From an optimization exercise on the open Yosys and OpenROAD flow, aimed at a short achievable clock period and few clock cycles; shortcuts taken in it are not production practice. Function was checked by simulation only, so behaviour that the tests miss may differ from the original. Power figures rest on the tool's default switching activity, not on a simulated workload.

**design/flow/run.sh**
```bash
#!/bin/bash
# synth_recipe.tcl (not shown) runs the flow's synth.tcl, then flattens the netlist and writes it again
# the make line also repeats each setting of config.mk as NAME=value (left out here)
make -C /OpenROAD-flow-scripts/flow DESIGN_CONFIG=/design/flow/config.mk WORK_HOME=/design/flow/orfs CLKGATE_MAP_FILE= SYNTH_SCRIPT=/design/flow/synth_recipe.tcl finish
```
**design/flow/config.mk**
```make
export PLATFORM = sky130hd
export DESIGN_NAME = arm_core
export DESIGN_NICKNAME = arm_core
export VERILOG_FILES = /design/flow/design.v
export SDC_FILE = /design/flow/constraint.sdc
export NUM_CORES = 8
export LEC_CHECK = 0
export CAP_MARGIN = 20
export CORE_MARGIN = 2
export CORE_UTILIZATION = 40
export SETUP_SLACK_MARGIN = 4
export SLEW_MARGIN = 20
```
**design/flow/constraint.sdc**
```tcl
create_clock -name core_clock -period 7.5 [get_ports {clk}]
set_input_delay 1.5000 -clock core_clock [delete_from_list [all_inputs] [get_ports {clk}]]
set_output_delay 1.5000 -clock core_clock [all_outputs]
set_load 0.01 [all_outputs]
```
**design/flow/design.v**
```verilog
package arm_pkg;
    typedef union packed {
        struct packed {
            logic [3:0]             cond;
            logic [1:0]             cls;
            logic                   i;
            logic [3:0]             opcode;
            logic                   s;
            logic [4-1:0]     rn;
            logic [4-1:0]     rd;
            logic [11:0]            operand2;
        } dp;
        struct packed {
            logic [3:0]             cond;
            logic [1:0]             cls;
            logic                   i;
            logic                   p;
            logic                   u;
            logic                   b;
            logic                   w;
            logic                   l;
            logic [4-1:0]     rn;
            logic [4-1:0]     rd;
            logic [11:0]            offset12;
        } mem;
    } inst_u;
    typedef struct packed {
        logic n;
        logic z;
        logic c;
        logic v;
    } flags_t;
    typedef struct packed {
        logic [32-1:0]       op_a;
        logic [32-1:0]       op_b;
        logic [3:0]                 opcode;
        logic                       set_flags;
        logic [4-1:0]         rd;
        logic                       rd_we;
        logic                       is_load;
        logic                       is_store;
        logic [32-1:0]       store_data;
        logic                       mem_up;
    } dec_t;
    typedef struct packed {
        logic                       we;
        logic [4-1:0]         rd;
        logic                       from_mem;
        logic [32-1:0]       result;
    } wb_t;
    typedef struct packed {
        logic                       we;
        logic [4-1:0]         rd;
        logic [32-1:0]       value;
    } fwd_src_t;
endpackage
`timescale 1ns/1ps
module arm_fetch #(
    parameter int N = 4      
) (
    input  logic            clk,
    input  logic            i_arst_n,
    input  logic            i_en,
    input  logic [29:0]     i_addr,
    output logic            o_hit,
    output logic            o_taken,
    output logic [29:0]     o_tgt,
    input  logic            i_upd,
    input  logic [29:0]     i_upc,
    input  logic            i_utaken,
    input  logic [29:0]     i_utgt
);
    localparam int PW = 2;
    logic [N-1:0]   vld;
    logic [N-1:0]   tkn;
    logic [29:0]    tag [N];
    logic [29:0]    tgt [N];
    logic [PW-1:0]  ptr;
    logic [N-1:0]   lhit;
    logic [N-1:0]   uhit;
    for (genvar k = 0; k < N; k++) begin : g_cmp
        assign lhit[k] = vld[k] && tag[k] == i_addr;
        assign uhit[k] = vld[k] && tag[k] == i_upc;
    end
    always_comb begin
        o_tgt   = '0;
        o_taken = 1'b0;
        for (int k = 0; k < N; k++) begin
            o_tgt   = o_tgt | ({30{lhit[k]}} & tgt[k]);
            o_taken = o_taken | (lhit[k] & tkn[k]);
        end
    end
    assign o_hit = |lhit;
    always_ff @(posedge clk or negedge i_arst_n) begin
        if (!i_arst_n) begin
            vld <= '0;
            tkn <= '0;
            ptr <= '0;
            for (int k = 0; k < N; k++) begin
                tag[k] <= '0;
                tgt[k] <= '0;
            end
        end else if (i_en && i_upd) begin
            if (|uhit) begin
                for (int k = 0; k < N; k++) begin
                    if (uhit[k]) begin
                        tkn[k] <= i_utaken;
                    end
                end
            end else if (i_utaken) begin
                vld[ptr] <= 1'b1;
                tkn[ptr] <= 1'b1;
                tag[ptr] <= i_upc;
                tgt[ptr] <= i_utgt;
                ptr      <= ptr + 1'b1;
            end
        end
    end
endmodule
`timescale 1ns/1ps
module arm_regfile (
    input  logic                    clk,
    input  logic                    i_arst_n,
    input  logic                    i_en,
    input  logic [4-1:0]      i_ra,
    input  logic [4-1:0]      i_rb,
    input  logic [4-1:0]      i_rc,
    output logic [32-1:0]    o_a,
    output logic [32-1:0]    o_b,
    output logic [32-1:0]    o_c,
    input  logic                    i_we,
    input  logic [4-1:0]      i_wa,
    input  logic [32-1:0]    i_wd
);
    logic [32-1:0] regs [15];
    assign o_a = (i_ra < 15) ? regs[i_ra] : '0;
    assign o_b = (i_rb < 15) ? regs[i_rb] : '0;
    assign o_c = (i_rc < 15) ? regs[i_rc] : '0;
    always_ff @(posedge clk or negedge i_arst_n) begin
        if (!i_arst_n) begin
            for (int k = 0; k < 15; k++) begin
                regs[k] <= '0;
            end
        end else if (i_en && i_we && i_wa < 15) begin
            regs[i_wa] <= i_wd;
        end
    end
endmodule
`timescale 1ns/1ps
module arm_cond (
    input  logic [3:0]  i_cond,
    input  logic [3:0]  i_nzcv,
    output logic        o_pass
);
    logic n, z, c, v;
    assign {n, z, c, v} = i_nzcv;
    always_comb begin
        case (i_cond)
            4'h0: o_pass = z;
            4'h1: o_pass = !z;
            4'h2: o_pass = c;
            4'h3: o_pass = !c;
            4'h4: o_pass = n;
            4'h5: o_pass = !n;
            4'h6: o_pass = v;
            4'h7: o_pass = !v;
            4'h8: o_pass = c && !z;
            4'h9: o_pass = !c || z;
            4'ha: o_pass = n == v;
            4'hb: o_pass = n != v;
            4'hc: o_pass = !z && (n == v);
            4'hd: o_pass = z || (n != v);
            4'he: o_pass = 1'b1;
            default:      o_pass = 1'b0;
        endcase
    end
endmodule
`timescale 1ns/1ps
module arm_hazard_fwd (
    input  logic [4-1:0]  i_r,
    input  logic                i_use,
    input  logic                i_e_we,
    input  logic [4-1:0]  i_e_rd,
    input  logic                i_e_ld,
    input  logic                i_m_we,
    input  logic [4-1:0]  i_m_rd,
    input  logic                i_m_ld,
    input  logic                i_w_we,
    input  logic [4-1:0]  i_w_rd,
    output logic                o_fwd,
    output logic [1:0]          o_pend,
    output logic [1:0]          o_vsel
);
    logic he, hm, hw;
    assign he = i_use && i_e_we && i_e_rd == i_r;
    assign hm = i_use && i_m_we && i_m_rd == i_r;
    assign hw = i_use && i_w_we && i_w_rd == i_r;
    assign o_fwd  = he && !i_e_ld;
    assign o_pend = (he && i_e_ld) ? 2'd2 : (!he && hm && i_m_ld) ? 2'd1 : 2'd0;
    assign o_vsel = hm ? 2'd1 : hw ? 2'd2 : 2'd0;
endmodule
module arm_fwd_mux (
    input  logic [1:0]              i_sel,
    input  logic [32-1:0]    i_rf,
    input  logic [32-1:0]    i_m,
    input  logic [32-1:0]    i_w,
    output logic [32-1:0]    o_v
);
    always_comb begin
        case (i_sel)
            2'd1:    o_v = i_m;
            2'd2:    o_v = i_w;
            default: o_v = i_rf;
        endcase
    end
endmodule
`timescale 1ns/1ps
module arm_execute (
    input  logic [31:0] i_x,
    input  logic [31:0] i_y,
    input  logic        i_arith,
    input  logic        i_cin,
    input  logic [3:0]  i_lsel,      
    output logic [31:0] o_res,
    output logic        o_n,
    output logic        o_z,
    output logic        o_c,
    output logic        o_v
);
    logic [33:0] t;
    logic [31:0] sum;
    logic [31:0] lres;
    logic        z_arith;
    assign t   = {1'b0, i_x, 1'b1} + {1'b0, i_y, i_cin};
    assign sum = t[32:1];
    assign lres = ({32{i_lsel[0]}} & (i_x & i_y))
                | ({32{i_lsel[1]}} & (i_x ^ i_y))
                | ({32{i_lsel[2]}} & (i_x | i_y))
                | ({32{i_lsel[3]}} & i_y);
    assign z_arith = &(~((i_x ^ i_y) ^ {i_x[30:0] | i_y[30:0], i_cin}));
    assign o_res = i_arith ? sum : lres;
    assign o_n   = o_res[31];
    assign o_z   = i_arith ? z_arith : (lres == 32'h0);
    assign o_c   = t[33];
    assign o_v   = (i_x[31] == i_y[31]) && (sum[31] != i_x[31]);
endmodule
`timescale 1ns/1ps
module arm_core (
    input  logic                    clk,
    input  logic                    i_arst_n,
    input  logic                    i_en,
    output logic                    o_rom_en,
    output logic [32-1:0]    o_rom_addr,
    input  logic [32-1:0]    i_rom_data,
    output logic                    o_ram_en,
    output logic                    o_ram_wr,
    output logic [32-1:0]    o_ram_addr,
    input  logic [32-1:0]    i_ram_rdata,
    output logic [32-1:0]    o_ram_wdata
);
    logic [29:0]    fa;
    logic [29:0]    fa_inc;
    logic [29:0]    fa_inc2;
    logic           bt_hit;
    logic           bt_taken;
    logic [29:0]    bt_tgt;
    logic [29:0]    fa_pred;
    logic [29:0]    fa_next;
    logic           bv;
    logic [29:0]    ba1;
    logic [29:0]    ba2;
    logic           bh;
    logic           bp;
    logic [29:0]    ba;
    logic           ev;
    logic [1:0]     escnt;
    logic [29:0]    ep;
    logic [29:0]    ep1;
    logic [29:0]    etgt;
    logic           e_nt;
    logic           e_ns;
    logic [3:0]     econd;
    logic           e_ld;
    logic           e_st;
    logic           e_br;
    logic           e_we;
    logic [3:0]     e_rd;
    logic           e_setf;
    logic           e_arith;
    logic           e_inva;
    logic           e_invb;
    logic           e_cin1;
    logic           e_cinc;
    logic [3:0]     e_lsel;
    logic [31:0]    e_opa;
    logic [31:0]    e_opb;
    logic [31:0]    e_opc;
    logic           e_fwa;
    logic           e_fwb;
    logic           e_fwc;
    logic [1:0]     e_pa;
    logic [1:0]     e_pb;
    logic [1:0]     e_pc;
    logic           mwe;
    logic [3:0]     mrd;
    logic           mld;
    logic           mwr;
    logic [31:0]    mres;
    logic [31:0]    msd;
    logic           wwe;
    logic [3:0]     wrd;
    logic           wld;
    logic [31:0]    wres;
    logic [31:0]    wv;
    logic [3:0]     flags;
    assign o_rom_en    = i_en;
    assign o_rom_addr  = {fa, 2'b00};
    assign o_ram_en    = i_en;
    assign o_ram_wr    = mwr;
    assign o_ram_addr  = mres;
    assign o_ram_wdata = msd;
    logic           exec;
    logic           eok;
    arm_fetch #(.N(4)) btb_0 (
        .clk      (clk         ),
        .i_arst_n (i_arst_n    ),
        .i_en     (i_en        ),
        .i_addr   (fa          ),
        .o_hit    (bt_hit      ),
        .o_taken  (bt_taken    ),
        .o_tgt    (bt_tgt      ),
        .i_upd    (exec && e_br),
        .i_upc    (ep          ),
        .i_utaken (eok         ),
        .i_utgt   (etgt        )
    );
    assign fa_inc  = fa + 30'd1;
    assign fa_inc2 = fa + 30'd2;
    assign fa_pred = (bt_hit && bt_taken) ? bt_tgt : fa_inc;
    logic [31:0]    inst;
    logic [3:0]     d_cond;
    logic [3:0]     d_opc;
    logic           d_i;
    logic           d_s;
    logic           d_l;
    logic           d_u;
    logic [3:0]     d_rn;
    logic [3:0]     d_rd;
    logic [3:0]     d_rm;
    logic           is_cmp;
    logic           is_mov;
    logic           is_dp;
    logic           is_mem;
    logic           is_br;
    logic           use_a;
    logic           use_b;
    logic           use_c;
    logic           rd_we;
    logic           bad;
    logic           dk_dp;
    logic           dk_mem;
    logic           dv;
    logic           ua;
    logic           ub;
    logic           uc;
    logic [63:0]    rot;
    logic [31:0]    d_imm;
    logic [31:0]    rf_a;
    logic [31:0]    rf_b;
    logic [31:0]    rf_c;
    assign inst   = i_rom_data;
    assign d_cond = inst[31:28];
    assign d_i    = inst[25];
    assign d_opc  = inst[24:21];
    assign d_s    = inst[20];
    assign d_l    = inst[20];
    assign d_u    = inst[23];
    assign d_rn   = inst[19:16];
    assign d_rd   = inst[15:12];
    assign d_rm   = inst[3:0];
    assign is_cmp = d_opc[3:2] == 2'b10;
    assign is_mov = d_opc[3:2] == 2'b11 && d_opc[0];
    assign is_dp  = inst[27:26] == 2'b00 && (d_i || inst[11:4] == 8'h00) && !(is_cmp && !d_s);
    assign is_mem = inst[27:26] == 2'b01 && !inst[25] && inst[24] && !inst[22] && !inst[21];
    assign is_br  = inst[27:25] == 3'b101 && !inst[24];
    assign use_a  = (is_dp && !is_mov) || is_mem;
    assign use_b  = is_dp && !d_i;
    assign use_c  = is_mem && !d_l;
    assign rd_we  = (is_dp && !is_cmp) || (is_mem && d_l);
    assign bad    = (use_a && d_rn == 4'hf) || (use_b && d_rm == 4'hf)
                  || ((rd_we || use_c) && d_rd == 4'hf);
    assign dk_dp  = is_dp && !bad;
    assign dk_mem = is_mem && !bad;
    assign ua = (inst[27:26] == 2'b00 && !is_mov) || inst[27:26] == 2'b01;
    assign ub = inst[27:26] == 2'b00 && !d_i;
    assign uc = inst[27:26] == 2'b01 && !d_l;
    assign rot   = {24'h0, inst[7:0], 24'h0, inst[7:0]} >> {inst[11:8], 1'b0};
    assign d_imm = is_mem ? {20'h0, inst[11:0]} : rot[31:0];
    arm_regfile regfile_0 (
        .clk      (clk      ),
        .i_arst_n (i_arst_n ),
        .i_en     (i_en     ),
        .i_ra     (d_rn     ),
        .i_rb     (d_rm     ),
        .i_rc     (d_rd     ),
        .o_a      (rf_a     ),
        .o_b      (rf_b     ),
        .o_c      (rf_c     ),
        .i_we     (wwe      ),
        .i_wa     (wrd      ),
        .i_wd     (wv       )
    );
    logic           e_wnow;
    logic           fw_a;
    logic           fw_b;
    logic           fw_c;
    logic [1:0]     pd_a;
    logic [1:0]     pd_b;
    logic [1:0]     pd_c;
    logic [1:0]     vs_a;
    logic [1:0]     vs_b;
    logic [1:0]     vs_c;
    logic [31:0]    v_a;
    logic [31:0]    v_b;
    logic [31:0]    v_c;
    logic [1:0]     d_wait;
    logic           stall_start;
    logic           hold;
    assign e_wnow = exec && eok && e_we;
    arm_hazard_fwd hz_a (
        .i_r (d_rn), .i_use (ua),
        .i_e_we (e_wnow), .i_e_rd (e_rd), .i_e_ld (e_ld),
        .i_m_we (mwe), .i_m_rd (mrd), .i_m_ld (mld),
        .i_w_we (wwe), .i_w_rd (wrd),
        .o_fwd (fw_a), .o_pend (pd_a), .o_vsel (vs_a)
    );
    arm_hazard_fwd hz_b (
        .i_r (d_rm), .i_use (ub),
        .i_e_we (e_wnow), .i_e_rd (e_rd), .i_e_ld (e_ld),
        .i_m_we (mwe), .i_m_rd (mrd), .i_m_ld (mld),
        .i_w_we (wwe), .i_w_rd (wrd),
        .o_fwd (fw_b), .o_pend (pd_b), .o_vsel (vs_b)
    );
    arm_hazard_fwd hz_c (
        .i_r (d_rd), .i_use (uc),
        .i_e_we (e_wnow), .i_e_rd (e_rd), .i_e_ld (e_ld),
        .i_m_we (mwe), .i_m_rd (mrd), .i_m_ld (mld),
        .i_w_we (wwe), .i_w_rd (wrd),
        .o_fwd (fw_c), .o_pend (pd_c), .o_vsel (vs_c)
    );
    arm_fwd_mux byp_a (.i_sel (vs_a), .i_rf (rf_a), .i_m (mres), .i_w (wv), .o_v (v_a));
    arm_fwd_mux byp_b (.i_sel (vs_b), .i_rf (rf_b), .i_m (mres), .i_w (wv), .o_v (v_b));
    arm_fwd_mux byp_c (.i_sel (vs_c), .i_rf (rf_c), .i_m (mres), .i_w (wv), .o_v (v_c));
    always_comb begin
        d_wait = 2'd0;
        if (pd_a > d_wait) d_wait = pd_a;
        if (pd_b > d_wait) d_wait = pd_b;
        if (pd_c == 2'd2 && d_wait == 2'd0) d_wait = 2'd1;
    end
    assign stall_start = dv && d_wait != 2'd0;
    assign hold = stall_start || (ev && escnt == 2'd2);
    logic           fin;
    logic           d_pass;
    logic           d_taken;
    logic           redirect_d;
    logic [29:0]    tgt_d;
    logic [29:0]    fix_d;
    logic           off_m1;
    arm_cond cond_d (.i_cond (d_cond), .i_nzcv (flags), .o_pass (d_pass));
    assign fin = !(exec && eok && e_setf);
    always_comb begin
        if (fin || d_cond == 4'he || d_cond == 4'hf) begin
            d_taken = d_pass;
        end else begin
            d_taken = bh ? bp : 1'b1;
        end
    end
    assign tgt_d      = ba2 + {{6{inst[23]}}, inst[23:0]};
    assign fix_d      = d_taken ? tgt_d : ba1;
    assign redirect_d = dv && is_br && (d_taken != bp);
    assign off_m1     = inst[23:0] == 24'hffffff;
    logic [31:0]    x;
    logic [31:0]    y;
    logic [31:0]    sd;
    logic           cin;
    logic [31:0]    res;
    logic           f_n;
    logic           f_z;
    logic           f_c;
    logic           f_v;
    logic           taken_e;
    logic [29:0]    real_npc;
    logic           redirect_e;
    assign exec = ev && escnt == 2'd0;
    arm_cond cond_e (.i_cond (econd), .i_nzcv (flags), .o_pass (eok));
    assign x   = e_fwa ? (mres ^ {32{e_inva}}) : e_opa;
    assign y   = e_fwb ? (mres ^ {32{e_invb}}) : e_opb;
    assign sd  = e_fwc ? mres : (e_pc == 2'd1) ? i_ram_rdata : e_opc;
    assign cin = e_cin1 || (e_cinc && flags[1]);
    arm_execute alu_0 (
        .i_x     (x       ),
        .i_y     (y       ),
        .i_arith (e_arith ),
        .i_cin   (cin     ),
        .i_lsel  (e_lsel  ),
        .o_res   (res     ),
        .o_n     (f_n     ),
        .o_z     (f_z     ),
        .o_c     (f_c     ),
        .o_v     (f_v     )
    );
    assign taken_e    = e_br && eok;
    assign real_npc   = taken_e ? etgt : ep1;
    assign redirect_e = exec && (taken_e ? !e_nt : !e_ns);
    assign dv = bv && !redirect_e;
    always_comb begin
        if (redirect_e) begin
            fa_next = real_npc;
        end else if (redirect_d) begin
            fa_next = fix_d;
        end else if (hold) begin
            fa_next = fa;
        end else begin
            fa_next = fa_pred;
        end
    end
    assign wv = wld ? i_ram_rdata : wres;
    logic           c_arith;
    logic           c_inva;
    logic           c_invb;
    logic           c_cin1;
    logic           c_cinc;
    logic [3:0]     c_lsel;
    always_comb begin
        c_arith = 1'b0;
        c_inva  = 1'b0;
        c_invb  = 1'b0;
        c_cin1  = 1'b0;
        c_cinc  = 1'b0;
        c_lsel  = 4'b0;
        if (is_mem) begin
            c_arith = 1'b1;
            c_invb  = !d_u;
            c_cin1  = !d_u;
        end else begin
            case (d_opc)
                4'h0, 4'h8: c_lsel = 4'b0001;
                4'h1, 4'h9: c_lsel = 4'b0010;
                4'hc:              c_lsel = 4'b0100;
                4'hd:              c_lsel = 4'b1000;
                4'he: begin
                    c_lsel = 4'b0001;
                    c_invb = 1'b1;
                end
                4'hf: begin
                    c_lsel = 4'b1000;
                    c_invb = 1'b1;
                end
                4'h4, 4'hb: c_arith = 1'b1;
                4'h5: begin
                    c_arith = 1'b1;
                    c_cinc  = 1'b1;
                end
                4'h2, 4'ha: begin
                    c_arith = 1'b1;
                    c_invb  = 1'b1;
                    c_cin1  = 1'b1;
                end
                4'h6: begin
                    c_arith = 1'b1;
                    c_invb  = 1'b1;
                    c_cinc  = 1'b1;
                end
                4'h3: begin
                    c_arith = 1'b1;
                    c_inva  = 1'b1;
                    c_cin1  = 1'b1;
                end
                default: begin  
                    c_arith = 1'b1;
                    c_inva  = 1'b1;
                    c_cinc  = 1'b1;
                end
            endcase
        end
    end
    function automatic logic [1:0] dec2(input logic [1:0] v);
        dec2 = (v == 2'd0) ? 2'd0 : v - 2'd1;
    endfunction
    always_ff @(posedge clk or negedge i_arst_n) begin
        if (!i_arst_n) begin
            fa      <= '0;
            bv      <= 1'b0;
            ba      <= '0;
            ba1     <= '0;
            ba2     <= '0;
            bh      <= 1'b0;
            bp      <= 1'b0;
            ev      <= 1'b0;
            escnt   <= '0;
            ep      <= '0;
            ep1     <= '0;
            etgt    <= '0;
            e_nt    <= 1'b0;
            e_ns    <= 1'b0;
            econd   <= '0;
            e_ld    <= 1'b0;
            e_st    <= 1'b0;
            e_br    <= 1'b0;
            e_we    <= 1'b0;
            e_rd    <= '0;
            e_setf  <= 1'b0;
            e_arith <= 1'b0;
            e_inva  <= 1'b0;
            e_invb  <= 1'b0;
            e_cin1  <= 1'b0;
            e_cinc  <= 1'b0;
            e_lsel  <= '0;
            e_opa   <= '0;
            e_opb   <= '0;
            e_opc   <= '0;
            e_fwa   <= 1'b0;
            e_fwb   <= 1'b0;
            e_fwc   <= 1'b0;
            e_pa    <= '0;
            e_pb    <= '0;
            e_pc    <= '0;
            mwe     <= 1'b0;
            mrd     <= '0;
            mld     <= 1'b0;
            mwr     <= 1'b0;
            mres    <= '0;
            msd     <= '0;
            wwe     <= 1'b0;
            wrd     <= '0;
            wld     <= 1'b0;
            wres    <= '0;
            flags   <= '0;
        end else if (i_en) begin
            fa  <= fa_next;
            bv  <= !(redirect_e || redirect_d || hold);
            ba  <= fa;
            ba1 <= fa_inc;
            ba2 <= fa_inc2;
            bh  <= bt_hit;
            bp  <= bt_hit && bt_taken;
            if (ev && escnt != 2'd0) begin
                escnt <= escnt - 2'd1;
                e_opa <= (e_pa == 2'd1) ? (i_ram_rdata ^ {32{e_inva}}) : x;
                e_opb <= (e_pb == 2'd1) ? (i_ram_rdata ^ {32{e_invb}}) : y;
                e_opc <= sd;
                e_fwa <= 1'b0;
                e_fwb <= 1'b0;
                e_fwc <= 1'b0;
                e_pa  <= dec2(e_pa);
                e_pb  <= dec2(e_pb);
                e_pc  <= dec2(e_pc);
            end else begin
                ev      <= dv;
                escnt   <= dv ? d_wait : 2'd0;
                ep      <= ba;
                ep1     <= ba1;
                etgt    <= tgt_d;
                if (redirect_d) begin
                    e_nt <= d_taken || off_m1;
                    e_ns <= !d_taken || off_m1;
                end else begin
                    e_nt <= fa == tgt_d;
                    e_ns <= fa == ba1;
                end
                econd   <= d_cond;
                e_ld    <= dv && dk_mem && d_l;
                e_st    <= dv && dk_mem && !d_l;
                e_br    <= dv && is_br;
                e_we    <= dv && !bad && rd_we;
                e_rd    <= d_rd;
                e_setf  <= dv && dk_dp && d_s;
                e_arith <= c_arith;
                e_inva  <= c_inva;
                e_invb  <= c_invb;
                e_cin1  <= c_cin1;
                e_cinc  <= c_cinc;
                e_lsel  <= c_lsel;
                e_opa   <= v_a ^ {32{c_inva}};
                e_opb   <= ((is_mem || d_i) ? d_imm : v_b) ^ {32{c_invb}};
                e_opc   <= v_c;
                e_fwa   <= fw_a;
                e_fwb   <= fw_b;
                e_fwc   <= fw_c;
                e_pa    <= pd_a;
                e_pb    <= pd_b;
                e_pc    <= pd_c;
            end
            mwe  <= exec && eok && e_we;
            mrd  <= e_rd;
            mld  <= exec && eok && e_ld;
            mwr  <= exec && eok && e_st;
            mres <= res;
            msd  <= sd;
            if (exec && eok && e_setf) begin
                flags[3] <= f_n;
                flags[2] <= f_z;
                if (e_arith) begin
                    flags[1] <= f_c;
                    flags[0] <= f_v;
                end
            end
            wwe  <= mwe;
            wrd  <= mrd;
            wld  <= mld;
            wres <= mres;
        end
    end
endmodule
```
==> results of run 1 <==
-- cells by family (layout without fill, tap and decap cells) --
| group | Yosys count | in the layout | synth area share, % |
|---|---|---|---|
| AOI/OAI and AO/OA | 2385 | 2392 | 21.34 |
| xor gates and xnor gates | 599 | 599 | 7.351 |
| adders and majority gates | 109 | 109 | 1.916 |
| buffers and inverters | 939 | 1247 | 5.004 |
| DFF | 1187 | 1187 | 41.28 |
| muxes | 566 | 566 | 8.586 |
| other | 1 | 19 | 0.005211 |
| and+or+nand+nor | 2374 | 2387 | 14.52 |
-- through the flow --
stage          instance area (um^2)  hold slack, ps  utilization (%)
6_report                      90380           458.7            50.60
5_1_grt                       90360           481.3            50.59
4_1_cts                       86610           460.6            48.49
3_5_place_dp                  76130           451.3            42.62
3_3_place_gp                  76060           442.9            42.58
2_1_floorplan                 72680           434.8                -
-- where the power goes --
part	internal [mW]	total, mW	switching (mW)
clock	4.03	7.10	3.07
sequential	7.54	8.99	1.45
combinational	5.42	13.6	8.19
total	17.0	29.7	12.7
-- worst max-delay path: stages --
cell and delay [ps]:
buf_12 130, buf_16 130, nor4bb_4 140, buf_4 150, buf_6 120, buf_12 120, buf_12 140, a222oi_1 330
nand3_1 170, nor3_2 220, or3_4 180, o211ai_1 90, o21a_1 160, a222oi_1 580, mux2i_1 260, o221ai_1 120
-- routing by layer --
layer	part of all wire (%)	GRT usage, %
met1	37	46.70
met2	40	49.92
met3	15	14.72
met4	7.7	21.43
met5	0.14	0.2862
-- final timing paths --
check	cells after the start	to	slack (ps)	from
max	16	e_opb[1]	3630	i_rom_data[2]
min	2	ep[17]	460	ba[17]
max reg2reg	16	fa[3]	3670	flags[3]
min reg2reg	2	ep[17]	460	ba[17]
max in group asynchronous	2	fa[1]	4970	i_arst_n
min in group asynchronous	1	mres[13]	610	i_arst_n
-- area by class of cell --
type	instances	area, um^2	share of cell area [%]
Clock inverter	53	709.4	0.7850
Timing Repair inverter	1	3.754	0.004153
Antenna cell	17	42.54	0.04707
Inverter	170	650.6	0.7199
Timing Repair Buffer	827	9206	10.19
Sequential cell	1187	29810	32.99
Tap cell	2355	2947	3.260
Clock buffer	196	3954	4.375
Multi-Input combinational cell	6055	43050	47.63
-- layout by cell type, fill, tap and decap left out, types with 25 or more instances in the layout --
master / n
xnor2_1: 403
clkdlybuf4s50_1: 108
nand2_1: 836
clkbuf_16: 150
a31oi_1: 75
a21oi_2: 104
o22ai_1: 35
o211ai_1: 58
xor2_1: 167
buf_12: 118
a22oi_1: 494
nand4_1: 183
mux2_2: 400
ha_4: 34
nand3_1: 139
nor2_1: 790
nor4_1: 37
buf_6: 61
inv_2: 25
a22o_1: 36
o21ai_1: 34
nor2_4: 42
a21oi_1: 687
ha_1: 61
a222oi_1: 101
nor3_2: 35
mux2i_1: 153
clkbuf_1: 32
inv_1: 142
nor3_1: 36
dfrtp_2: 65
a221oi_1: 74
o221ai_1: 37
buf_4: 441
o21ai_0: 342
dfrtp_1: 1114
-- what timing repair did --
action                                  4_1_cts  5_1_grt
pin swaps                                   134      244
gates resized for setup                     755      463
endpoints found under the setup margin      564      313
setup buffers                               243      169
cloned                                       39       13
-- registers in the layout (all words and copies together), names as in the netlist, 29 cells and up --
| signal | flops |
|---|---|
| msd | 32 |
| regfile_0.regs | 480 |
| ep1 | 30 |
| e_opa | 32 |
| e_opb | 32 |
| wres | 32 |
| ba2 | 30 |
| mres | 32 |
| btb_0.tag | 120 |
| ep | 30 |
| e_opc | 32 |
| btb_0.tgt | 120 |
| ba1 | 30 |
| fa | 30 |
| ba | 29 |
| etgt | 30 |
==> reports/results.tsv, run 1 <==
metric	value	unit
kind of critical path	in -> reg	
via density per instance	6.706	
Placed Instances	10131	
Yosys reg bits	1187	
most frequent cells after synthesis	1187 x dfrtp_1, 854 x nand2_1, 849 x nor2_1, 803 x a21oi_1, 632 x clkbuf_1	
die width	428.2	um
vias in the first global route	67346	
PortBufs	163	
final hold vios	0	
die area	0.1833	mm^2
DR pass1 iterations	17	
Main synth FF type	dfrtp_1	
Yosys top cell area share	41.28	%
layout net count	8558	
Post-synth EDFFs	0	
Synth area leaders	dfrtp_1 41%, mux2_2 6.3%, a21oi_1 5.6%	
sequential element share of the synthesized area	41.28	%
CTS Sinks	1187	
most instantiated library cell after synthesis	dfrtp_1	
Num CTS Buffers	140	
dpl ws	1544	ps
routed length per placed instance	32.22	um
Setup TNS	0	ps
synthesized instance count	8160	
slew margin rel.	17.43	%
Final Skew	51.12	ps
CTS tree	built	
Peak VDD IR	0.2855	mV
status	finished clean	
largest net degree at the start of global routing	184	
fillers	16262	
insertion delay to the later sink of the worst-skew pair	880	ps
PnR Total Power	29.70	mW
GRT Resource Usage Total	36.03	%
site row count	155	
Overflow after GRT	0	
first-pass GRT wire length	488.1	mm
drt initial violations	13642	
# H-tree levels	4	
Synth Cell Area	0.07196	mm^2
DR vias	72832	
max cap viols	0	
RSZ-0062 raised after global routing	true	
PD cells	328.6	mW/mm^2
final wirelength	349.9	mm
cts hold-fix bufs	0	
share of layout cells above drive strength 1	24.02	%
Max Clock Freq	0.2584	GHz
Worst-path clk slew	60	ps
io pins	166	
Worst Path Required	8200	ps
Routability Congestion	0.9958	
initial antenna violation count	33	
Worst Path Arrival	4570	ps
Pleak	38.43	nW
Final WS setup	3629	ps
DRT antenna net count	0	
Core Region	0.1786	mm^2
Root Driver	clkbuf_16	
ys async rst share	100.0	%
HP Class	reg -> reg	
post-DP HPWL	202.2	mm
Slew Viols, Final	0	
# setup viols final	0	
crit-path max FO	5	
non-filler cells, final	10861	
DIE HEIGHT	428.2	um
CP endpoint kind	flip-flop	
Netlist cell types	82	
fin crit share	51.61	%
Synth Warn #	8	
Worst-Margin Slew	1226	ps
Worst setup SP type	input pin	
Residual DRC	0	
syn avg cell area	8.819	um^2
cell taking the most area after synthesis	dfrtp_1	
Initial Utilization	40.29	%
Max Buffers Root-to-Sink	3	
Final Critical Period	3871	ps
Layout area overhead	25.59	%
Testbench counts, summed over its fixed seeds: cycles 25,867.
==> run 2: changes to the inputs <==
--- a/design/flow/design.v
+++ b/design/flow/design.v
@@ -227,22 +227,44 @@
     output logic        o_c,
     output logic        o_v
 );
-    logic [33:0] t;
-    logic [31:0] sum;
+    logic [31:0] p;
     logic [31:0] lres;
+    logic [31:0] r0;
+    logic [31:0] r1;
+    logic [32:0] c;
     logic        z_arith;
-    assign t   = {1'b0, i_x, 1'b1} + {1'b0, i_y, i_cin};
-    assign sum = t[32:1];
+    logic [31:0] gg [6];
+    logic [31:0] pp [6];
+    assign p = i_x ^ i_y;
+    always_comb begin
+        pp[0]     = p;
+        gg[0]     = i_x & i_y;
+        gg[0][0]  = (i_x[0] & i_y[0]) | (p[0] & i_cin);
+    end
+    for (genvar l = 0; l < 5; l++) begin : g_lvl
+        for (genvar i = 0; i < 32; i++) begin : g_bit
+            if (i >= (1 << l)) begin : g_comb
+                assign gg[l+1][i] = gg[l][i] | (pp[l][i] & gg[l][i - (1 << l)]);
+                assign pp[l+1][i] = pp[l][i] & pp[l][i - (1 << l)];
+            end else begin : g_pass
+                assign gg[l+1][i] = gg[l][i];
+                assign pp[l+1][i] = pp[l][i];
+            end
+        end
+    end
+    assign c = {gg[5], i_cin};
     assign lres = ({32{i_lsel[0]}} & (i_x & i_y))
-                | ({32{i_lsel[1]}} & (i_x ^ i_y))
+                | ({32{i_lsel[1]}} & p)
                 | ({32{i_lsel[2]}} & (i_x | i_y))
                 | ({32{i_lsel[3]}} & i_y);
-    assign z_arith = &(~((i_x ^ i_y) ^ {i_x[30:0] | i_y[30:0], i_cin}));
-    assign o_res = i_arith ? sum : lres;
-    assign o_n   = o_res[31];
-    assign o_z   = i_arith ? z_arith : (lres == 32'h0);
-    assign o_c   = t[33];
-    assign o_v   = (i_x[31] == i_y[31]) && (sum[31] != i_x[31]);
+    assign r0    = i_arith ? p : lres;
+    assign r1    = i_arith ? ~p : lres;
+    assign o_res = (r1 & c[31:0]) | (r0 & ~c[31:0]);
+    assign z_arith = &(~(p ^ {i_x[30:0] | i_y[30:0], i_cin}));
+    assign o_n = o_res[31];
+    assign o_z = i_arith ? z_arith : (lres == 32'h0);
+    assign o_c = c[32];
+    assign o_v = (i_x[31] == i_y[31]) && (p[31] ^ c[31]) != i_x[31];
 endmodule
 `timescale 1ns/1ps
 module arm_core (
@@ -277,9 +299,12 @@
     logic [29:0]    ep;
     logic [29:0]    ep1;
     logic [29:0]    etgt;
+    logic           e_rdd;
     logic           e_nt;
     logic           e_ns;
-    logic [3:0]     econd;
+    logic [29:0]    enpc;
+    logic [7:0]     ect;         
+    logic           ecinv;       
     logic           e_ld;
     logic           e_st;
     logic           e_br;
@@ -289,15 +314,11 @@
     logic           e_arith;
     logic           e_inva;
     logic           e_invb;
-    logic           e_cin1;
-    logic           e_cinc;
+    logic           e_cin;
     logic [3:0]     e_lsel;
     logic [31:0]    e_opa;
     logic [31:0]    e_opb;
     logic [31:0]    e_opc;
-    logic           e_fwa;
-    logic           e_fwb;
-    logic           e_fwc;
     logic [1:0]     e_pa;
     logic [1:0]     e_pb;
     logic [1:0]     e_pc;
@@ -458,16 +479,26 @@
         if (pd_c == 2'd2 && d_wait == 2'd0) d_wait = 2'd1;
     end
     assign stall_start = dv && d_wait != 2'd0;
-    assign hold = stall_start || (ev && escnt == 2'd2);
+    logic           hz_e;
+    logic           hz_m;
+    logic           hold_f;
+    assign hz_e   = e_ld && ((ua && d_rn == e_rd) || (ub && d_rm == e_rd) || (uc && d_rd == e_rd));
+    assign hz_m   = mld && ((ua && d_rn == mrd) || (ub && d_rm == mrd));
+    assign hold_f = (bv && (hz_e || hz_m)) || (ev && escnt == 2'd2);
+    assign hold   = stall_start || (ev && escnt == 2'd2);
+    logic [7:0]     d_ct;
+    always_comb begin
+        d_ct = '0;
+        d_ct[d_cond[3:1]] = 1'b1;
+    end
     logic           fin;
     logic           d_pass;
     logic           d_taken;
     logic           redirect_d;
     logic [29:0]    tgt_d;
-    logic [29:0]    fix_d;
     logic           off_m1;
     arm_cond cond_d (.i_cond (d_cond), .i_nzcv (flags), .o_pass (d_pass));
-    assign fin = !(exec && eok && e_setf);
+    assign fin = !e_setf;
     always_comb begin
         if (fin || d_cond == 4'he || d_cond == 4'hf) begin
             d_taken = d_pass;
@@ -476,8 +507,9 @@
         end
     end
     assign tgt_d      = ba2 + {{6{inst[23]}}, inst[23:0]};
-    assign fix_d      = d_taken ? tgt_d : ba1;
     assign redirect_d = dv && is_br && (d_taken != bp);
+    logic           redirect_df;
+    assign redirect_df = bv && is_br && (d_taken != bp);
     assign off_m1     = inst[23:0] == 24'hffffff;
     logic [31:0]    x;
     logic [31:0]    y;
@@ -492,11 +524,16 @@
     logic [29:0]    real_npc;
     logic           redirect_e;
     assign exec = ev && escnt == 2'd0;
-    arm_cond cond_e (.i_cond (econd), .i_nzcv (flags), .o_pass (eok));
-    assign x   = e_fwa ? (mres ^ {32{e_inva}}) : e_opa;
-    assign y   = e_fwb ? (mres ^ {32{e_invb}}) : e_opb;
-    assign sd  = e_fwc ? mres : (e_pc == 2'd1) ? i_ram_rdata : e_opc;
-    assign cin = e_cin1 || (e_cinc && flags[1]);
+    logic fl_n, fl_z, fl_c, fl_v;
+    assign {fl_n, fl_z, fl_c, fl_v} = flags;
+    assign eok = ecinv ^ ((ect[0] && fl_z) || (ect[1] && fl_c) || (ect[2] && fl_n)
+                       || (ect[3] && fl_v) || (ect[4] && fl_c && !fl_z)
+                       || (ect[5] && fl_n == fl_v) || (ect[6] && !fl_z && fl_n == fl_v)
+                       || ect[7]);
+    assign x   = e_opa;
+    assign y   = e_opb;
+    assign sd  = (e_pc == 2'd1) ? i_ram_rdata : e_opc;
+    assign cin = e_cin;
     arm_execute alu_0 (
         .i_x     (x       ),
         .i_y     (y       ),
@@ -510,20 +547,26 @@
         .o_v     (f_v     )
     );
     assign taken_e    = e_br && eok;
+    logic           c_next;
+    assign c_next = (exec && eok && e_setf && e_arith) ? f_c : flags[1];
     assign real_npc   = taken_e ? etgt : ep1;
-    assign redirect_e = exec && (taken_e ? !e_nt : !e_ns);
+    assign redirect_e = exec && (taken_e ? !(e_rdd ? e_nt : enpc == etgt) : !e_ns);
     assign dv = bv && !redirect_e;
+    logic           sel_tgt;
+    logic [29:0]    fa_other;
+    assign sel_tgt = !redirect_e && redirect_df && d_taken;
     always_comb begin
         if (redirect_e) begin
-            fa_next = real_npc;
-        end else if (redirect_d) begin
-            fa_next = fix_d;
-        end else if (hold) begin
-            fa_next = fa;
+            fa_other = real_npc;
+        end else if (redirect_df) begin
+            fa_other = ba1;
+        end else if (hold_f) begin
+            fa_other = fa;
         end else begin
-            fa_next = fa_pred;
+            fa_other = fa_pred;
         end
     end
+    assign fa_next = sel_tgt ? tgt_d : fa_other;
     assign wv = wld ? i_ram_rdata : wres;
     logic           c_arith;
     logic           c_inva;
@@ -601,9 +644,12 @@
             ep      <= '0;
             ep1     <= '0;
             etgt    <= '0;
+            e_rdd   <= 1'b0;
             e_nt    <= 1'b0;
             e_ns    <= 1'b0;
-            econd   <= '0;
+            enpc    <= '0;
+            ect     <= '0;
+            ecinv   <= 1'b1;
             e_ld    <= 1'b0;
             e_st    <= 1'b0;
             e_br    <= 1'b0;
@@ -613,15 +659,11 @@
             e_arith <= 1'b0;
             e_inva  <= 1'b0;
             e_invb  <= 1'b0;
-            e_cin1  <= 1'b0;
-            e_cinc  <= 1'b0;
+            e_cin   <= 1'b0;
             e_lsel  <= '0;
             e_opa   <= '0;
             e_opb   <= '0;
             e_opc   <= '0;
-            e_fwa   <= 1'b0;
-            e_fwb   <= 1'b0;
-            e_fwc   <= 1'b0;
             e_pa    <= '0;
             e_pb    <= '0;
             e_pc    <= '0;
@@ -638,7 +680,7 @@
             flags   <= '0;
         end else if (i_en) begin
             fa  <= fa_next;
-            bv  <= !(redirect_e || redirect_d || hold);
+            bv  <= !(redirect_e || redirect_df || hold_f);
             ba  <= fa;
             ba1 <= fa_inc;
             ba2 <= fa_inc2;
@@ -646,12 +688,9 @@
             bp  <= bt_hit && bt_taken;
             if (ev && escnt != 2'd0) begin
                 escnt <= escnt - 2'd1;
-                e_opa <= (e_pa == 2'd1) ? (i_ram_rdata ^ {32{e_inva}}) : x;
-                e_opb <= (e_pb == 2'd1) ? (i_ram_rdata ^ {32{e_invb}}) : y;
-                e_opc <= sd;
-                e_fwa <= 1'b0;
-                e_fwb <= 1'b0;
-                e_fwc <= 1'b0;
+                if (e_pa == 2'd1) e_opa <= i_ram_rdata ^ {32{e_inva}};
+                if (e_pb == 2'd1) e_opb <= i_ram_rdata ^ {32{e_invb}};
+                if (e_pc == 2'd1) e_opc <= i_ram_rdata;
                 e_pa  <= dec2(e_pa);
                 e_pb  <= dec2(e_pb);
                 e_pc  <= dec2(e_pc);
@@ -661,14 +700,12 @@
                 ep      <= ba;
                 ep1     <= ba1;
                 etgt    <= tgt_d;
-                if (redirect_d) begin
-                    e_nt <= d_taken || off_m1;
-                    e_ns <= !d_taken || off_m1;
-                end else begin
-                    e_nt <= fa == tgt_d;
-                    e_ns <= fa == ba1;
-                end
-                econd   <= d_cond;
+                e_rdd   <= redirect_d;
+                e_nt    <= d_taken || off_m1;
+                e_ns    <= redirect_d ? (!d_taken || off_m1) : fa == ba1;
+                enpc    <= fa;
+                ect     <= d_ct;
+                ecinv   <= d_cond[0];
                 e_ld    <= dv && dk_mem && d_l;
                 e_st    <= dv && dk_mem && !d_l;
                 e_br    <= dv && is_br;
@@ -678,15 +715,11 @@
                 e_arith <= c_arith;
                 e_inva  <= c_inva;
                 e_invb  <= c_invb;
-                e_cin1  <= c_cin1;
-                e_cinc  <= c_cinc;
+                e_cin   <= c_cin1 || (c_cinc && c_next);
                 e_lsel  <= c_lsel;
-                e_opa   <= v_a ^ {32{c_inva}};
-                e_opb   <= ((is_mem || d_i) ? d_imm : v_b) ^ {32{c_invb}};
-                e_opc   <= v_c;
-                e_fwa   <= fw_a;
-                e_fwb   <= fw_b;
-                e_fwc   <= fw_c;
+                e_opa   <= (fw_a ? res : v_a) ^ {32{c_inva}};
+                e_opb   <= ((is_mem || d_i) ? d_imm : fw_b ? res : v_b) ^ {32{c_invb}};
+                e_opc   <= fw_c ? res : v_c;
                 e_pa    <= pd_a;
                 e_pb    <= pd_b;
                 e_pc    <= pd_c;
--- a/design/flow/config.mk
+++ b/design/flow/config.mk
@@ -8,5 +8,5 @@
 export CAP_MARGIN = 20
 export CORE_MARGIN = 2
 export CORE_UTILIZATION = 40
-export SETUP_SLACK_MARGIN = 4
+export SETUP_SLACK_MARGIN = 4.5
 export SLEW_MARGIN = 20
==> run 2 against run 1 <==
  * Clock power increased by 4.5%
  * Die area shrank 0.52%
  * Register-to-register slack better by 400 ps
  * Via count grew 6.8%
  * Utilization rose by 4.5 points
  * Cell count up 3.0%
  * Sequential power about the same
  * Clock skew fell by 8.2 ps
  * Setup slack better by 220 ps
  * Routed wire length is 16% higher
  * Largest cell class unchanged
==> reports/results.tsv, run 2 <==
metric	value	unit
Yosys top cell area share	42.58	%
Overflow after GRT	0	
worst r2r dst	e_opc[24]	
first-pass GRT wire length	542.1	mm
CP endpoint kind	flip-flop	
dpl ws	1658	ps
Most flops, register	regfile_0.regs	
crit-path max cell delay	510	ps
die area	0.1824	mm^2
vias in the first global route	71002	
Pleak	41.39	nW
Synth Cell Area	0.07159	mm^2
routed length per placed instance	36.21	um
Max Clock Freq	0.2737	GHz
final wirelength	405.1	mm
final hold vios	0	
Worst setup SP type	input pin	
commonest cells after routing, fill and taps aside	1119 x dfrtp_1, 889 x nand2_1, 659 x nor2_1	
Slew Viols, Final	0	
PnR Total Power	26.35	mW
Initial Utilization	40.17	%
# H-tree levels	4	
Root Driver	clkbuf_16	
Synth Warn #	331	
Reg2Reg Depth	15	
biggest regs	regfile_0.regs: 480 flops, btb_0.tag: 120 flops, btb_0.tgt: 120 flops	
CTS Sinks	1219	
hold-critical path depth	2	
io pins	166	
Synth area leaders	dfrtp_1 43%, mux2_2 5.4%, nand2_1 4.8%	
die width	427.0	um
Worst-path clk slew	60	ps
status	finished clean	
insertion delay to the later sink of the worst-skew pair	850	ps
# setup viols final	0	
synthesized instance count	7941	
DR vias	77767	
main combinational cell family by area after synthesis	compound AO/OA/AOI/OAI gates	
slowest CP cell	and4bb_4	
Core Region	0.1782	mm^2
GRT Resource Usage Total	41.39	%
CTS tree	built	
Setup TNS	0	ps
cell taking the most area after synthesis	dfrtp_1	
CP bufs+invs	3	
largest net degree at the start of global routing	162	
Netlist cell types	100	
Placed Instances	10005	
non-filler cells, final	11186	
Worst Hold End	ep[29]	
via density per instance	6.952	
DRT antenna net count	0	
slew margin rel.	14.38	%
compound-cell area share of the yosys netlist	22.00	%
most frequent cells after synthesis	1218 x dfrtp_1, 916 x nand2_1, 726 x nor2_1, 647 x a21oi_1, 523 x clkbuf_1	
syn avg cell area	9.015	um^2
Main synth FF type	dfrtp_1	
Final Skew	42.88	ps
PD cells	268.1	mW/mm^2
Critical R2R Launch	e_cin	
Post-synth EDFFs	0	
commonest non-fill, non-tap cell in the layout	dfrtp_1	
Peak VDD IR	0.2318	mV
critical path's top delay family	compound AO/OA/AOI/OAI gates	
simple-gate share of the synthesized area	15.21	%
Worst-Margin Slew	1284	ps
sequential element share of the synthesized area	42.61	%
XOR/XNOR Fraction of Synth Area	6.960	%
layout net count	8858	
WP depth	13	
Yosys reg bits	1219	
Worst Path Required	8190	ps
Num CTS Buffers	144	
kind of critical path	in -> reg	
number of flip-flops in the largest register	480	
fin crit share	48.71	%
CP Cell Sequence	buf_16, buf_6, and4bb_4, buf_8, a22oi_1, nand4_1, o221ai_4, o211ai_1, o21ai_1, o221ai_2, a41oi_2, mux2i_1, o211ai_1	
Max Buffers Root-to-Sink	3	
Final Critical Period	3653	ps
Worst Hold Launch	ba[29]	
RSZ-0062 raised after global routing	true	
Reg2Reg Setup Slack	4070	ps
Worst Path Arrival	4350	ps
most instantiated library cell after synthesis	dfrtp_1	
drt initial violations	16006	
Routability Congestion	1.019	
Final WS setup	3847	ps
share of layout cells above drive strength 1	30.97	%
Residual DRC	0	
Layout area overhead	37.28	%
DR pass1 iterations	17	
PortBufs	163	
post-DP HPWL	217.2	mm
area share of fa/ha/maj cells after synthesis	1.979	%
DIE HEIGHT	427.0	um
crit-path max FO	11	
Most common cell on crit path	o211ai_1	
hold_ws	456.8	ps
CP Launch Point	i_rom_data[0]	
max cap viols	0	
initial antenna violation count	37	
site row count	155	
mux contribution to synthesized area	6.577	%
cts hold-fix bufs	0	
ys async rst share	100.0	%
HP Class	reg -> reg	
## run 2: cell types whose count changed in the layout (fill, tap and decap cells not counted), sizes merged, moves of 52 or more
cell | before | now
inv | 180 | 115
clkdlybuf4s50 | 108 | 32
a22oi | 502 | 450
nor2 | 852 | 730
nand2 | 862 | 933
mux2i | 165 | 80
o21ai | 400 | 486
a211oi | 26 | 84
mux2 | 400 | 347
a21oi | 804 | 651
buf | 665 | 1163
## run 2: stage by stage
| stage | cell area, um^2 | utilization (%) |
|---|---|---|
| 2_1_floorplan | 73210 | - |
| 3_3_place_gp | 76470 | 42.91 |
| 3_5_place_dp | 76510 | 42.93 |
| 4_1_cts | 93290 | 52.34 |
| 5_1_grt | 98210 | 55.10 |
| 6_report | 98280 | 55.14 |
## run 2: final cells by class
type | count | area, um^2
diodes | 33 | 82.58
multi-input cells | 5939 | 44450
inverters | 110 | 446.7
clock buffers | 216 | 4319
repair buffers | 1265 | 14810
flip-flops and latches | 1219 | 30640
clock inverters | 49 | 580.6
well taps | 2355 | 2947
fillers | 15160 | 79950
## run 2: logic make-up after synthesis
kind of cell | Yosys count
fa+ha+maj | 112
flops | 1219
compound gates | 2387
buf+inv | 821
simple gates | 2406
xor+xnor | 568
other cells | 1
mux | 427
## run 2: repair_timing
action / in CTS / in global routing
buffers inserted: 552 / 219
pin swaps: 430 / 439
gates cloned: 80 / 32
gates resized for setup: 1707 / 481
endpoints found under the setup margin: 809 / 648
## run 2: where the power goes
part / leakage [nW] / switching [mW] / internal [mW] / total (mW)
clock network: 2.43 / 3.11 / 4.31 / 7.42
registers: 16.0 / 1.42 / 7.54 / 8.97
logic: 22.9 / 5.77 / 4.19 / 9.96
total: 41.4 / 10.3 / 16.0 / 26.3
## run 2: worst max-delay path by stage
stage	slack, ps	endpoint
6_report	3850	e_opb[31]
5_1_grt	3810	fa[26]
3_3_place_gp	1660	e_opc[29]
4_1_cts	4010	fa[26]
3_5_place_dp	1660	e_opc[29]
2_1_floorplan	3500	fa[26]
## run 2: worst reg2reg max path: stages, from the launching register on
cell and delay (ps):
dfrtp_2 470, inv_2 60, fa_2 380, and2b_2 260, o31a_1 220, o21ai_4 100, a2111o_1 530, buf_6 180
buf_6 120, nand3_4 60, a41oi_4 120, buf_12 210, buf_12 130, o21ai_4 210, o21ai_4 90, a22o_1 180
## run 2: routing by layer
metal / up-vias / GRT usage, % / share of wire [%] / wire (um)
met5: - / 3.598 / 0.26 / 1061
met4: 28 / 26.81 / 9.1 / 36930
met3: 2324 / 19.40 / 16 / 65170
met2: 7029 / 55.60 / 38 / 155600
met1: 37868 / 52.41 / 36 / 146300
li1: 30518 / - / - / -
Testbench counts of run 2, summed over its fixed seeds: cycles 26,002.

[static timing again, ports no longer ideal]
The flow's constraints put no driver on any port. The routed layouts listed below were extracted and timed again, unchanged, in two steps.
Step 1: set_driving_cell puts a clkbuf_16 on clk and a buf_2 on each other input, an assumption about the parent block.
Step 2 adds t to the input delays and takes it off the output delays; t is the mean of the earliest and latest rising clock arrival at the registers after step 1. Input paths then give back, and output paths get back, about the clock's delay inside the block.
Slacks: ideal ports / drivers / drivers and shift; pairs: ideal ports / drivers.
run | shift t [ns] | slack for setup (ns) | slew at the worst register clock pin (ns)
run 1 | 0.935 | 3.629 / 3.585 / 2.650 | 0.07 / 0.07
run 2 | 0.908 | 3.847 / 3.589 / 2.681 | 0.07 / 0.07
After both steps every run listed still meets setup and hold. The setup slack of run 2, which loses most, moves by -0.258 ns with the drivers and by -1.166 ns with both steps.
